This is an optimization exercise on Yosys and OpenROAD, whose aim is small area and a short achievable clock period, not a production implementation.
In this exercise RTL edits were held to simulation tests only and were not proved equivalent to the original.

<file path="design/flow/config.mk">
export PLATFORM = sky130hd
export DESIGN_NAME = saturation_multi
export DESIGN_NICKNAME = saturation_multi
export VERILOG_FILES = /design/flow/design.v
export SDC_FILE = /design/flow/constraint.sdc
export NUM_CORES = 4
export LEC_CHECK = 0
export CAP_MARGIN = 20
export CORE_MARGIN = 2
export CORE_UTILIZATION = 40
export SLEW_MARGIN = 20
</file>
<file path="design/flow/constraint.sdc">
create_clock -name core_clock -period 18.0 [get_ports {clock}]
set_input_delay 3.6000 -clock core_clock [delete_from_list [all_inputs] [get_ports {clock}]]
set_output_delay 3.6000 -clock core_clock [all_outputs]
set_load 0.01 [all_outputs]
</file>
<file path="design/flow/design.v">
package sat_pkg;
    localparam int W_MAX     = 64;
    localparam int DEF_N_BIT = 32;
    localparam int DZ_BIT    = DEF_N_BIT + 1;
    typedef logic signed [W_MAX-1:0] wide_t;
    function automatic wide_t clamp(
        input wide_t x,
        input wide_t lo,
        input wide_t hi
    );
        if (x > hi) clamp = hi;
        else if (x < lo) clamp = lo;
        else clamp = x;
    endfunction
    function automatic wide_t sext(
        input logic [W_MAX-1:0] x,
        input int               n
    );
        wide_t r;
        for (int i = 0; i < W_MAX; i++) begin
            r[i] = (i < n) ? x[i] : x[n-1];
        end
        sext = r;
    endfunction
    function automatic logic [W_MAX-1:0] cnt_max(input int n);
        cnt_max = {W_MAX{1'b1}} >> (W_MAX - n);
    endfunction
endpackage
module sat_channel
#(
    parameter int     N_BIT     = sat_pkg::DEF_N_BIT,
    parameter int     DZ_W      = sat_pkg::DZ_BIT,
    parameter int     CNT_BIT   = 16,
    parameter int     RATE_STEP = 8,
    parameter longint PREV_INIT = 0
) (
    input  logic                    clock,
    input  logic                    reset,
    input  logic                    en,
    input  logic signed [N_BIT-1:0] u,
    input  logic signed [N_BIT-1:0] lim_hi,
    input  logic signed [N_BIT-1:0] lim_lo,
    input  logic                    gt,
    input  logic                    lt,
    input  logic                    cnt_clear,
    input  logic                    ld_ok,
    input  logic signed [N_BIT-1:0] ld_hi,
    input  logic signed [N_BIT-1:0] ld_lo,
    output logic signed [N_BIT-1:0] u_sat,
    output logic signed [DZ_W-1:0]  u_dz,
    output logic                    sat_hi,
    output logic                    sat_lo,
    output logic [CNT_BIT-1:0]      sat_cnt,
    output logic                    rate_act
);
    localparam logic [sat_pkg::W_MAX-1:0]   CMAX_W = sat_pkg::cnt_max(CNT_BIT);
    localparam logic [CNT_BIT-1:0] CMAX   = CMAX_W[CNT_BIT-1:0];
    sat_pkg::wide_t u_w;
    sat_pkg::wide_t hi_w;
    sat_pkg::wide_t lo_w;
    sat_pkg::wide_t tgt_w;
    sat_pkg::wide_t out_w;
    sat_pkg::wide_t dz_w;
    assign u_w   = sat_pkg::sext(sat_pkg::W_MAX'(u), N_BIT);
    assign hi_w  = sat_pkg::sext(sat_pkg::W_MAX'(lim_hi), N_BIT);
    assign lo_w  = sat_pkg::sext(sat_pkg::W_MAX'(lim_lo), N_BIT);
    assign tgt_w = gt ? hi_w : (lt ? lo_w : u_w);
    assign dz_w  = u_w - out_w;
    localparam logic signed [N_BIT-1:0] PREV_RST = N_BIT'(PREV_INIT);
    localparam sat_pkg::wide_t STEP_HI = sat_pkg::wide_t'(RATE_STEP);
    localparam sat_pkg::wide_t STEP_LO = -STEP_HI;
    logic signed [N_BIT-1:0] prev;
    sat_pkg::wide_t prev_w;
    sat_pkg::wide_t delta_w;
    sat_pkg::wide_t step_w;
    sat_pkg::wide_t nxt_w;
    sat_pkg::wide_t clip_w;
    logic  ract;
    logic  unused_rate;
    assign prev_w  = sat_pkg::sext(sat_pkg::W_MAX'(prev), N_BIT);
    assign delta_w = tgt_w - prev_w;
    assign step_w  = sat_pkg::clamp(delta_w, STEP_LO, STEP_HI);
    assign out_w   = prev_w + step_w;
    assign ract    = (step_w != delta_w);
    assign nxt_w   = en ? out_w : prev_w;
    assign clip_w  = sat_pkg::clamp(nxt_w,
                           sat_pkg::sext(sat_pkg::W_MAX'(ld_lo), N_BIT),
                           sat_pkg::sext(sat_pkg::W_MAX'(ld_hi), N_BIT));
    assign unused_rate = ^clip_w[sat_pkg::W_MAX-1:N_BIT];
    always_ff @(posedge clock or posedge reset) begin
        if (reset) begin
            prev <= PREV_RST;
        end else if (ld_ok) begin
            prev <= clip_w[N_BIT-1:0];
        end else if (en) begin
            prev <= out_w[N_BIT-1:0];
        end
    end
    always_ff @(posedge clock or posedge reset) begin
        if (reset) begin
            rate_act <= 1'b0;
        end else if (en) begin
            rate_act <= ract;
        end
    end
    logic unused_hi;
    assign unused_hi = ^dz_w[sat_pkg::W_MAX-1:DZ_W];
    always_ff @(posedge clock or posedge reset) begin
        if (reset) begin
            u_sat  <= '0;
            u_dz   <= '0;
            sat_hi <= 1'b0;
            sat_lo <= 1'b0;
        end else if (en) begin
            u_sat  <= out_w[N_BIT-1:0];
            u_dz   <= dz_w[DZ_W-1:0];
            sat_hi <= gt;
            sat_lo <= lt;
        end
    end
    always_ff @(posedge clock or posedge reset) begin
        if (reset) begin
            sat_cnt <= '0;
        end else if (cnt_clear) begin
            sat_cnt <= '0;
        end else if (en && (gt || lt) && (sat_cnt != CMAX)) begin
            sat_cnt <= sat_cnt + 1'b1;
        end
    end
endmodule
module saturation_multi
#(
    parameter int     N_BIT       = sat_pkg::DEF_N_BIT,
    parameter int     N_CH        = 4,
    parameter longint UPPER_LIMIT = 100,
    parameter longint LOWER_LIMIT = 0,
    parameter int     CNT_BIT     = 16,
    parameter int     RATE_STEP   = 8
) (
    input  logic                        clock,
    input  logic                        reset,
    input  logic                        in_valid,
    input  logic [N_CH*N_BIT-1:0]       u,
    input  logic                        lim_load,
    input  logic signed [N_BIT-1:0]     lim_upper,
    input  logic signed [N_BIT-1:0]     lim_lower,
    input  logic                        cnt_clear,
    output logic                        out_valid,
    output logic [N_CH*N_BIT-1:0]       u_sat,
    output logic [N_CH*(N_BIT+1)-1:0]   u_dz,
    output logic [N_CH-1:0]             sat_hi,
    output logic [N_CH-1:0]             sat_lo,
    output logic [N_CH*CNT_BIT-1:0]     sat_cnt,
    output logic                        lim_err,
    output logic [N_CH-1:0]             rate_act
);
    localparam int DW = N_BIT + 1;
    localparam longint PREV_INIT =
        (LOWER_LIMIT > 0) ? LOWER_LIMIT :
        ((UPPER_LIMIT < 0) ? UPPER_LIMIT : 64'sd0);
    localparam logic signed [N_BIT-1:0] UP_RST = N_BIT'(UPPER_LIMIT);
    localparam logic signed [N_BIT-1:0] LO_RST = N_BIT'(LOWER_LIMIT);
    logic signed [N_BIT-1:0] lim_hi;
    logic signed [N_BIT-1:0] lim_lo;
    logic                    ld_ok;
    logic                    v1;
    logic                    v2;
    logic [N_CH*N_BIT-1:0]   u1;
    logic signed [N_BIT-1:0] hi1;
    logic signed [N_BIT-1:0] lo1;
    logic [N_CH-1:0]         gt_c;
    logic [N_CH-1:0]         lt_c;
    logic [N_CH-1:0]         gt1;
    logic [N_CH-1:0]         lt1;
    assign ld_ok     = lim_load && (lim_lower <= lim_upper);
    assign out_valid = v2;
    always_ff @(posedge clock or posedge reset) begin
        if (reset) begin
            lim_hi  <= UP_RST;
            lim_lo  <= LO_RST;
            lim_err <= 1'b0;
        end else if (ld_ok) begin
            lim_hi  <= lim_upper;
            lim_lo  <= lim_lower;
            lim_err <= 1'b0;
        end else if (lim_load) begin
            lim_err <= 1'b1;
        end
    end
    always_ff @(posedge clock or posedge reset) begin
        if (reset) begin
            v1  <= 1'b0;
            v2  <= 1'b0;
            u1  <= '0;
            hi1 <= UP_RST;
            lo1 <= LO_RST;
            gt1 <= '0;
            lt1 <= '0;
        end else begin
            v1 <= in_valid;
            v2 <= v1;
            if (in_valid) begin
                u1  <= u;
                hi1 <= lim_hi;
                lo1 <= lim_lo;
                gt1 <= gt_c;
                lt1 <= lt_c;
            end
        end
    end
    for (genvar k = 0; k < N_CH; k++) begin : g_ch
        logic signed [N_BIT-1:0] uk;
        logic signed [N_BIT-1:0] u1k;
        assign uk      = u[k*N_BIT +: N_BIT];
        assign u1k     = u1[k*N_BIT +: N_BIT];
        assign gt_c[k] = uk > lim_hi;
        assign lt_c[k] = uk < lim_lo;
        sat_channel #(
            .N_BIT    (N_BIT),
            .DZ_W     (DW),
            .CNT_BIT  (CNT_BIT),
            .RATE_STEP(RATE_STEP),
            .PREV_INIT(PREV_INIT)
        ) u_chan (
            .clock    (clock),
            .reset    (reset),
            .en       (v1),
            .u        (u1k),
            .lim_hi   (hi1),
            .lim_lo   (lo1),
            .gt       (gt1[k]),
            .lt       (lt1[k]),
            .cnt_clear(cnt_clear),
            .ld_ok    (ld_ok),
            .ld_hi    (lim_upper),
            .ld_lo    (lim_lower),
            .u_sat    (u_sat[k*N_BIT +: N_BIT]),
            .u_dz     (u_dz[k*DW +: DW]),
            .sat_hi   (sat_hi[k]),
            .sat_lo   (sat_lo[k]),
            .sat_cnt  (sat_cnt[k*CNT_BIT +: CNT_BIT]),
            .rate_act (rate_act[k])
        );
    end
endmodule
</file>
<file path="design/flow/run.sh">
#!/bin/bash
# synth_recipe.tcl (not shown) runs the flow's synth.tcl, then flattens the netlist and writes it again
# the make line also repeats each setting of config.mk as NAME=value (left out here)
make -C /OpenROAD-flow-scripts/flow DESIGN_CONFIG=/design/flow/config.mk WORK_HOME=/design/flow/orfs CLKGATE_MAP_FILE= SYNTH_SCRIPT=/design/flow/synth_recipe.tcl finish
</file>
==> impl_metrics.py, run 1 <==
metrics = {
    "timing": {
        "final_hold_violation_count": 0,
        "timing.max_slew.rel_slack_pct": 16.62,
        "final_period_minus_worst_setup_slack_ps": 16800,
        "worst_hold_slack_ps": 481.6,
        "achievable_clock_frequency_mhz": 59.53,
        "fin_clk_skew_ps": 34.56,
        "timing_worst_slew_pin_value_ps": 1248,
        "report.final.setup_viol": 0,
        "share_of_the_clock_period_used_by_the_worst_path_after_layout_pct": 93.33,
        "final-max-slew-violation-count": 0,
        "rsz0062_at_grt": "false",
        "fin_setup_tns_ps": 0,
    },
    "global_route": {
        "first_global_vias": 74240,
        "grt_use_total_pct": 35.46,
        "grt_start_max_net_pins": 159,
        "grt_overflow_total": 0,
        "grt_antenna_before_repair": 33,
        "wire_length_of_the_first_global_routing_pass_um": 534800,
    },
    "place": {
        "io_buffer_count": 534,
        "gp_congestion": 1.075,
        "detailed_place_hpwl_um": 308700,
    },
    "final_layout": {
        "finish.utilization_pct": 46.17,
        "area_growth_syn_to_layout_pct": 15.00,
        "final_nets": 11630,
        "layout-drive-gt1-share_pct": 8.122,
    },
    "setup_path": {
        "worst_path_dominant_cell_family": "compound AO/OA/AOI/OAI gates",
        "critical_path_arrival_ps": 17390,
        "critical_path_class": "reg2reg",
        "reg2regPathDepth": 62,
        "r2r-start": "lt1[3]",
        "reg2reg_setup_slack_ps": 1200,
        "cell_with_the_largest_stage_delay_on_the_worst_path": "sky130_fd_sc_hd__dfrtp_2",
        "critPathMaxFanout": 33,
        "cp.required_ps": 18590,
        "worst_path_largest_cell_delay_ps": 830,
        "worst_setup_path_start_kind": "flop",
        "worst_r2r_endpoint": "g_ch[3].u_chan.prev[0]",
        "critical_path.n_buffers_inverters": 6,
        "worstSetupEndpointType": "flop",
    },
    "min_path": {
        "hold_start": "lim_lo[20]",
        "worst_hold_path_cell_count": 1,
        "timing.hold.worst.class": "reg2reg",
        "hold-path-endpoint": "lo1[20]",
    },
    "yosys": {
        "yosys_register_bits": 731,
        "synth-warning-count": 2,
        "synth_flop_cell": "sky130_fd_sc_hd__dfrtp_1",
        "synthCells": 9664,
        "synth.cell_area_mm2": 0.08090,
        "ys_top_cells_by_area": "sky130_fd_sc_hd__dfrtp_1, sky130_fd_sc_hd__ha_1, sky130_fd_sc_hd__o21ai_0",
        "synth_top_cells_by_count": "sky130_fd_sc_hd__ha_1, sky130_fd_sc_hd__o21ai_0, sky130_fd_sc_hd__dfrtp_1, sky130_fd_sc_hd__a21oi_1, sky130_fd_sc_hd__inv_1",
        "seq_area_frac_synth_pct": 22.62,
        "synth_largest_area_cell": "sky130_fd_sc_hd__dfrtp_1",
        "yosysMostFrequentCell": "sky130_fd_sc_hd__ha_1",
        "number_of_enable_flip_flop_cells_after_synthesis": 0,
        "syn-num-nets": 11190,
        "top_area_cell_type_share_of_the_netlist_area_pct": 22.43,
        "syn_avg_cell_area_um2": 8.371,
        "async_reset_ff_share_pct": 100.0,
        "synth_cell_type_count": 94,
    },
    "detailed_routing": {
        "detailedRoute.firstPassIterationCount": 6,
        "avgRoutedWirePerCell_um": 29.38,
        "drtAntennaViolNets": 0,
        "wl_um": 377900,
        "detail_route.vias_per_cell": 6.217,
        "total_via_count_after_detailed_routing": 79970,
        "drt_iter0_drc": 8892,
        "detail_route.drc_violations": 0,
    },
    "cts": {
        "cts_tree": "built",
        "cts_inserted_buffers": 96,
        "cts.hold.buffers_added": 0,
        "clk_latency_ps": 760,
        "htreeDepth": 3,
        "post_cts_buffers": 0,
        "clk_path_buf_depth": 3,
        "clkTransAtPathRegs_ps": 60,
        "clkSinkCount": 731,
        "cts.root.buffer_cell": "sky130_fd_sc_hd__clkbuf_16",
        "ctsResizeCount": 0,
    },
    "floorplanning": {
        "die_area_mm2": 0.2059,
        "io_pins": 535,
        "placementRows": 165,
        "placeableCoreArea_mm2": 0.2015,
        "floorplan.initialDensity_pct": 40.15,
        "die_y_um": 453.7,
        "die_w_um": 453.7,
    },
    "outcome": {
        "outcome": "finished clean",
    },
    "run": {
        "max_cap_viols": 0,
    },
}
[state kept, by name, summed over array words and instances (netlist names), 32 cells and up]
signal and flops:
g_ch.u_chan.u_dz 132, g_ch.u_chan.prev 128, g_ch.u_chan.u_sat 128, u1 128
g_ch.u_chan.sat_cnt 64, hi1 32, lim_hi 32, lim_lo 32
lo1 32
[per-stage QoR]
| stage | setup WS [ps] | cell area, um2 | cells |
|---|---|---|---|
| final | 1200 | 93030 | 12860 |
| after global routing | 403.7 | 93010 | 12860 |
| after CTS | 1843 | 92990 | 12850 |
| after detailed placement | 1896 | 89750 | 12680 |
| after global placement | 2091 | 89740 | 12680 |
| after floorplan | 4389 | 80900 | 9664 |
[layout make-up]
class                      instances  area, um2
multi-input combinational       7904      58840
antenna                            9      22.52
tap                             2672       3343
sequential                       731      18320
timing repair buffer             711       6761
clock inverter                    43      529.3
fill                           19850     108500
inverter                         662       2499
clock buffer                     131       2716
[worst reg2reg max path: cells and delay by family (launching register included)]
kind | cells | cell delay, ps
AO/OA/AOI/OAI | 30 | 8140
flip-flops | 1 | 830
adder cells (fa/ha/maj) | 6 | 2040
buffers and inverters | 6 | 1290
multiplexers | 1 | 180
AND/OR/NAND/NOR | 19 | 4100
[how the worst max path moves through the flow]
stage,startpoint,endpoint,slack [ps],cells after the start
floorplan,reset,g_ch[0].u_chan.prev[0],4390,1
global placement,lt1[3],g_ch[3].u_chan.prev[0],2090,62
detailed placement,lt1[3],g_ch[3].u_chan.prev[0],1900,62
CTS,lt1[3],g_ch[3].u_chan.prev[0],1840,62
global route,lt1[3],g_ch[3].u_chan.prev[21],400,62
finish,lt1[3],g_ch[3].u_chan.prev[0],1200,62
[routing by layer]
metal  track usage (%)  vias to the layer above  share of wire, %
li1                  -                    36620                 -
met1             47.73                    38820                43
met2             51.90                     3667                41
met3             6.564                      841               8.1
met4             22.77                       22               7.6
met5                 0                        -             0.041
[layout by cell type (no fill, tap or decap), types with 28 or more instances in the layout]
cell	instances
sky130_fd_sc_hd__or2_2	82
sky130_fd_sc_hd__nand2_1	630
sky130_fd_sc_hd__o21bai_1	65
sky130_fd_sc_hd__clkdlybuf4s50_1	532
sky130_fd_sc_hd__buf_4	170
sky130_fd_sc_hd__xnor2_1	279
sky130_fd_sc_hd__or3_1	67
sky130_fd_sc_hd__a21boi_0	61
sky130_fd_sc_hd__nand4_1	256
sky130_fd_sc_hd__o21a_1	198
sky130_fd_sc_hd__a21oi_1	699
sky130_fd_sc_hd__inv_1	656
sky130_fd_sc_hd__nor2b_1	145
sky130_fd_sc_hd__and2_1	33
sky130_fd_sc_hd__nand3_1	151
sky130_fd_sc_hd__and3_1	83
sky130_fd_sc_hd__mux2i_1	155
sky130_fd_sc_hd__o2bb2ai_1	60
sky130_fd_sc_hd__mux2_2	311
sky130_fd_sc_hd__o221a_2	29
sky130_fd_sc_hd__nand2b_1	140
sky130_fd_sc_hd__a211oi_1	72
sky130_fd_sc_hd__nor2_1	557
sky130_fd_sc_hd__xor2_1	171
sky130_fd_sc_hd__o31a_1	28
sky130_fd_sc_hd__ha_1	1309
sky130_fd_sc_hd__a221oi_1	34
sky130_fd_sc_hd__clkbuf_16	98
sky130_fd_sc_hd__o21ai_0	858
sky130_fd_sc_hd__o31ai_1	36
sky130_fd_sc_hd__o211ai_1	33
sky130_fd_sc_hd__a21o_1	552
sky130_fd_sc_hd__nor4_1	38
sky130_fd_sc_hd__dfrtp_1	715
sky130_fd_sc_hd__nor3_1	147
sky130_fd_sc_hd__and4_1	29
sky130_fd_sc_hd__a31oi_1	155
[cell families (layout without fill, tap and decap cells)]
| logic type | after synthesis | after routing | share of synthesized area, % |
|---|---|---|---|
| compound gates | 3181 | 3181 | 25.31 |
| simple gates | 2480 | 2480 | 15.40 |
| fa+ha+maj | 1325 | 1325 | 20.64 |
| buf+inv | 1029 | 1547 | 4.867 |
| flops | 731 | 731 | 22.62 |
| mux | 466 | 466 | 6.247 |
| xor+xnor | 452 | 452 | 4.911 |
| other cells | 0 | 9 | 0 |
==> run 2, diff against run 1 <==
==> design/flow/design.v (replaced) <==
module saturation_multi (
    input  logic          clock,
    input  logic          reset,
    input  logic          in_valid,
    input  logic [127:0]  u,
    input  logic          lim_load,
    input  logic [31:0]   lim_upper,
    input  logic [31:0]   lim_lower,
    input  logic          cnt_clear,
    output logic          out_valid,
    output logic [127:0]  u_sat,
    output logic [131:0]  u_dz,
    output logic [3:0]    sat_hi,
    output logic [3:0]    sat_lo,
    output logic [63:0]   sat_cnt,
    output logic          lim_err,
    output logic [3:0]    rate_act
);
    logic               v1;
    logic [127:0]       u1;
    logic               ld_d;
    logic signed [31:0] rq_hi, rq_lo;
    logic signed [31:0] lim_hi, lim_lo;
    logic               ld_ok_d;
    logic signed [31:0] req_hi, req_lo;
    assign req_hi = lim_upper;
    assign req_lo = lim_lower;
    assign ld_ok_d = ld_d && (rq_lo <= rq_hi);
    always_ff @(posedge clock) begin
        u1    <= u;
        rq_hi <= lim_upper;
        rq_lo <= lim_lower;
    end
    always_ff @(posedge clock or posedge reset) begin
        if (reset) begin
            v1        <= 1'b0;
            out_valid <= 1'b0;
            ld_d      <= 1'b0;
            lim_hi    <= 32'sd100;
            lim_lo    <= 32'sd0;
            lim_err   <= 1'b0;
        end else begin
            v1        <= in_valid;
            out_valid <= v1;
            ld_d      <= lim_load;
            if (ld_ok_d) begin
                lim_hi <= rq_hi;
                lim_lo <= rq_lo;
            end
            if (lim_load)
                lim_err <= (req_lo > req_hi);
        end
    end
    for (genvar k = 0; k < 4; k++) begin : g_ch
        logic signed [31:0] uk, prev_raw, prev, tgt, out;
        logic signed [32:0] delta, dz;
        logic               gt, lt, up, dn;
        logic [15:0]        cnt;
        assign uk = u1[k*32 +: 32];
        always_comb begin
            prev = prev_raw;
            if (ld_ok_d) begin
                if (prev_raw > rq_hi)      prev = rq_hi;
                else if (prev_raw < rq_lo) prev = rq_lo;
            end
        end
        assign gt    = uk > lim_hi;
        assign lt    = uk < lim_lo;
        assign tgt   = gt ? lim_hi : (lt ? lim_lo : uk);
        assign delta = {tgt[31], tgt} - {prev[31], prev};
        assign up    = delta > 33'sd8;
        assign dn    = delta < -33'sd8;
        assign out   = up ? prev + 32'sd8 : (dn ? prev - 32'sd8 : tgt);
        assign dz    = {uk[31], uk} - {out[31], out};
        always_ff @(posedge clock or posedge reset) begin
            if (reset) begin
                prev_raw <= '0;
            end else begin
                prev_raw <= v1 ? out : prev;
            end
        end
        always_ff @(posedge clock or posedge reset) begin
            if (reset) begin
                u_sat[k*32 +: 32] <= '0;
                u_dz[k*33 +: 33]  <= '0;
                sat_hi[k]         <= 1'b0;
                sat_lo[k]         <= 1'b0;
                rate_act[k]       <= 1'b0;
            end else if (v1) begin
                u_sat[k*32 +: 32] <= out;
                u_dz[k*33 +: 33]  <= dz;
                sat_hi[k]         <= gt;
                sat_lo[k]         <= lt;
                rate_act[k]       <= up | dn;
            end
        end
        always_ff @(posedge clock or posedge reset) begin
            if (reset) begin
                cnt <= '0;
            end else if (cnt_clear) begin
                cnt <= '0;
            end else if (v1 && (gt || lt) && (cnt != 16'hffff)) begin
                cnt <= cnt + 16'd1;
            end
        end
        assign sat_cnt[k*16 +: 16] = cnt;
    end
endmodule
==> run 2 against run 1 <==
Effect of this change: still clean; die area is 21% lower; clock skew is 36 ps higher; synthesized cell count is 22% lower; global-route usage is 5.1 points higher; setup slack better by 2500 ps; fmax is 17% higher; utilization is 1.2 points higher; non-clock buffer count is 17 higher; first-iteration DRC count is 1.4% lower; cell count is 21% lower; critical path type unchanged.
==> impl_metrics.py, run 2 <==
metrics = {
    "floorplanning": {
        "floorplan.initialDensity_pct": 40.17,
        "die_y_um": 402.4,
        "die_area_mm2": 0.1619,
        "placeableCoreArea_mm2": 0.1580,
        "die_w_um": 402.4,
        "io_pins": 535,
        "placementRows": 146,
    },
    "final_layout": {
        "top_register": "u_dz",
        "layout-drive-gt1-share_pct": 8.045,
        "area_growth_syn_to_layout_pct": 17.87,
        "fillers": 15330,
        "largest_register_ffs": 132,
        "final_nets": 9059,
        "mostFrequentLayoutCells": "sky130_fd_sc_hd__ha_1, sky130_fd_sc_hd__a21oi_1, sky130_fd_sc_hd__nor2_1",
        "mostFrequentLayoutCell": "sky130_fd_sc_hd__ha_1",
    },
    "timing": {
        "timing.max_slew.rel_slack_pct": 8.679,
        "achievable_clock_frequency_mhz": 69.93,
        "fin_clk_skew_ps": 70.55,
        "final_hold_violation_count": 0,
        "fin_setup_tns_ps": 0,
        "final-max-slew-violation-count": 0,
        "report.final.setup_viol": 0,
        "share_of_the_clock_period_used_by_the_worst_path_after_layout_pct": 79.44,
        "timing_worst_slew_pin_value_ps": 1370,
        "final_period_minus_worst_setup_slack_ps": 14300,
        "rsz0062_at_grt": "false",
    },
    "cts": {
        "clkTransAtPathRegs_ps": 60,
        "cts_inserted_buffers": 90,
        "cts.hold.buffers_added": 0,
        "clk_latency_ps": 770,
        "cts.root.buffer_cell": "sky130_fd_sc_hd__clkbuf_16",
        "cts_tree": "built",
        "clkSinkCount": 724,
        "clk_path_buf_depth": 3,
        "ctsResizeCount": 0,
        "post_cts_buffers": 0,
        "htreeDepth": 3,
    },
    "setup_path": {
        "critPathMaxFanout": 33,
        "cp.required_ps": 18610,
        "worst_path_largest_cell_delay_ps": 690,
        "worstSetupEndpointType": "flop",
        "critical_path_class": "reg2reg",
        "cell_with_the_largest_stage_delay_on_the_worst_path": "sky130_fd_sc_hd__nand2_1",
        "worst_setup_path_start_kind": "flop",
        "critical_path_arrival_ps": 14910,
    },
    "place": {
        "io_buffer_count": 534,
        "detailed_place_hpwl_um": 265200,
        "gp_congestion": 1.077,
    },
    "min_path": {
        "timing.hold.worst.class": "reg2reg",
    },
    "yosys": {
        "syn-num-nets": 8573,
        "yosysMostFrequentCell": "sky130_fd_sc_hd__ha_1",
        "synth_largest_area_cell": "sky130_fd_sc_hd__dfrtp_1",
        "seq_area_frac_synth_pct": 27.03,
        "synth_flop_cell": "sky130_fd_sc_hd__dfrtp_1",
        "async_reset_ff_share_pct": 73.48,
        "syn_avg_cell_area_um2": 8.433,
        "synth-warning-count": 1,
        "synthCells": 7528,
        "ys_top_cells_by_area": "sky130_fd_sc_hd__dfrtp_1, sky130_fd_sc_hd__ha_1, sky130_fd_sc_hd__dfxtp_1",
        "yosys_register_bits": 724,
        "top_area_cell_type_share_of_the_netlist_area_pct": 20.85,
        "synth_cell_type_count": 113,
        "synth_top_cells_by_count": "sky130_fd_sc_hd__ha_1, sky130_fd_sc_hd__a21oi_1, sky130_fd_sc_hd__nor2_1, sky130_fd_sc_hd__nand2_1, sky130_fd_sc_hd__dfrtp_1",
        "number_of_enable_flip_flop_cells_after_synthesis": 0,
        "synth.cell_area_mm2": 0.06348,
    },
    "detailed_routing": {
        "drtAntennaViolNets": 0,
        "detail_route.vias_per_cell": 6.545,
        "detailedRoute.firstPassIterationCount": 7,
        "avgRoutedWirePerCell_um": 33.39,
        "detail_route.drc_violations": 0,
        "total_via_count_after_detailed_routing": 66660,
        "drt_iter0_drc": 8764,
        "wl_um": 340100,
    },
    "global_route": {
        "first_global_vias": 62690,
        "grt_antenna_before_repair": 37,
        "grt_overflow_total": 0,
        "grt_start_max_net_pins": 151,
        "grt_use_total_pct": 40.53,
        "wire_length_of_the_first_global_routing_pass_um": 473600,
    },
    "run": {
        "max_cap_viols": 0,
    },
    "outcome": {
        "outcome": "finished clean",
    },
}
run 2: changes by cell type after synthesis, moves of 117 or more:
cell,previous run,this run
sky130_fd_sc_hd__dfxtp_1,0,192
sky130_fd_sc_hd__mux2_2,311,104
sky130_fd_sc_hd__inv_1,660,372
sky130_fd_sc_hd__a21o_1,552,243
sky130_fd_sc_hd__a21oi_1,699,582
sky130_fd_sc_hd__ha_1,1309,840
sky130_fd_sc_hd__dfrtp_1,725,529
sky130_fd_sc_hd__o21ai_0,863,463
run 2: layout make-up:
type | count | area (um2) | share of cell area, %
clock inverter | 45 | 574.3 | 0.7676
antenna | 21 | 52.55 | 0.07023
tap | 2072 | 2592 | 3.465
timing repair buffer | 728 | 6847 | 9.151
sequential | 724 | 17160 | 22.94
multi-input combinational | 6086 | 43600 | 58.28
clock buffer | 125 | 2535 | 3.388
inverter | 384 | 1453 | 1.941
run 2: final timing paths:
kind	depth (start not counted)	start	end	slack, ps
setup / recovery	44	rq_hi[31]	u_dz[96]	3700
hold / removal	1	u_sat[99]	u_sat[99]	480
setup reg to reg	44	rq_hi[31]	u_dz[96]	3700
hold reg to reg	1	u_sat[99]	u_sat[99]	480
max in group asynchronous	4	reset	u_dz[28]	12320
min in group asynchronous	2	reset	u_sat[118]	3360
run 2: cells by family (layout without fill, tap and decap cells):
| kind of cell | after synthesis | count (layout) | synth area share (%) |
|---|---|---|---|
| AO/OA/AOI/OAI | 2320 | 2320 | 24.35 |
| XOR/XNOR | 315 | 315 | 4.346 |
| adder cells (fa/ha/maj) | 848 | 848 | 16.81 |
| buffers and inverters | 718 | 1282 | 4.510 |
| flip-flops | 724 | 724 | 27.03 |
| multiplexers | 244 | 244 | 4.072 |
| other | 0 | 21 | 0 |
| AND/OR/NAND/NOR | 2359 | 2359 | 18.88 |
run 2: through the flow:
step | worst slack, ps | cells | utilization (%) | cell area, um2 | hold slack, ps
after floorplan | 7040 | 7528 | - | 63480 | 446.2
after global placement | 4231 | 9992 | 45.34 | 71640 | 464.3
after detailed placement | 4150 | 9993 | 45.34 | 71650 | 472.7
after CTS | 4068 | 10160 | 47.31 | 74750 | 488.1
after global routing | 2966 | 10170 | 47.33 | 74780 | 502.0
final | 3701 | 10190 | 47.35 | 74820 | 481.1
run 2: routing by layer:
layer  part of all wire [%]  vias up  GRT usage [%]
met5                   0.11        -         0.5055
li1                       -    29240              -
met3                     11      977          12.27
met1                     40    32360          52.21
met4                    7.4       33          25.72
met2                     41     4047          58.78
run 2: worst max-delay path, delay by kind of cell (launching register included):
| kind | cells | cell delay, ps |
|---|---|---|
| AO/OA/AOI/OAI | 19 | 5680 |
| AND/OR/NAND/NOR | 13 | 4320 |
| buffers and inverters | 6 | 1790 |
| adder cells (fa/ha/maj) | 4 | 1400 |
| flip-flops | 1 | 480 |
| multiplexers | 1 | 260 |
| XOR/XNOR | 1 | 150 |

## port drivers added, routing unchanged
No port has a modelled driver above. Below, the same layouts with a new extraction and two added sets of constraints. Step 1 (the two cells are an assumption about what drives the block):
set clk [get_ports {clock}]
set_driving_cell -lib_cell sky130_fd_sc_hd__clkbuf_16 $clk
set_driving_cell -lib_cell sky130_fd_sc_hd__buf_2 [delete_from_list [all_inputs] $clk]
Step 2 also shifts input and output timing later by t, the mid clock arrival at the registers, as if the neighbouring blocks saw the same clock. a / b / c = ideal / step 1 / step 2; a / b = the first two.
run | t (ns) | setup slack, ns | latest minus earliest clock arrival (ns) | worst data-port slew with drivers (ns) | pins driven straight from the clock port
run 1 | 0.843 | 1.200 / 1.200 / 1.200 | 0.035 / 0.035 | 0.20 | 1
run 2 | 0.818 | 3.701 / 3.701 / 3.701 | 0.073 / 0.073 | 0.07 | 1
After both steps setup and hold are still met in every run listed.
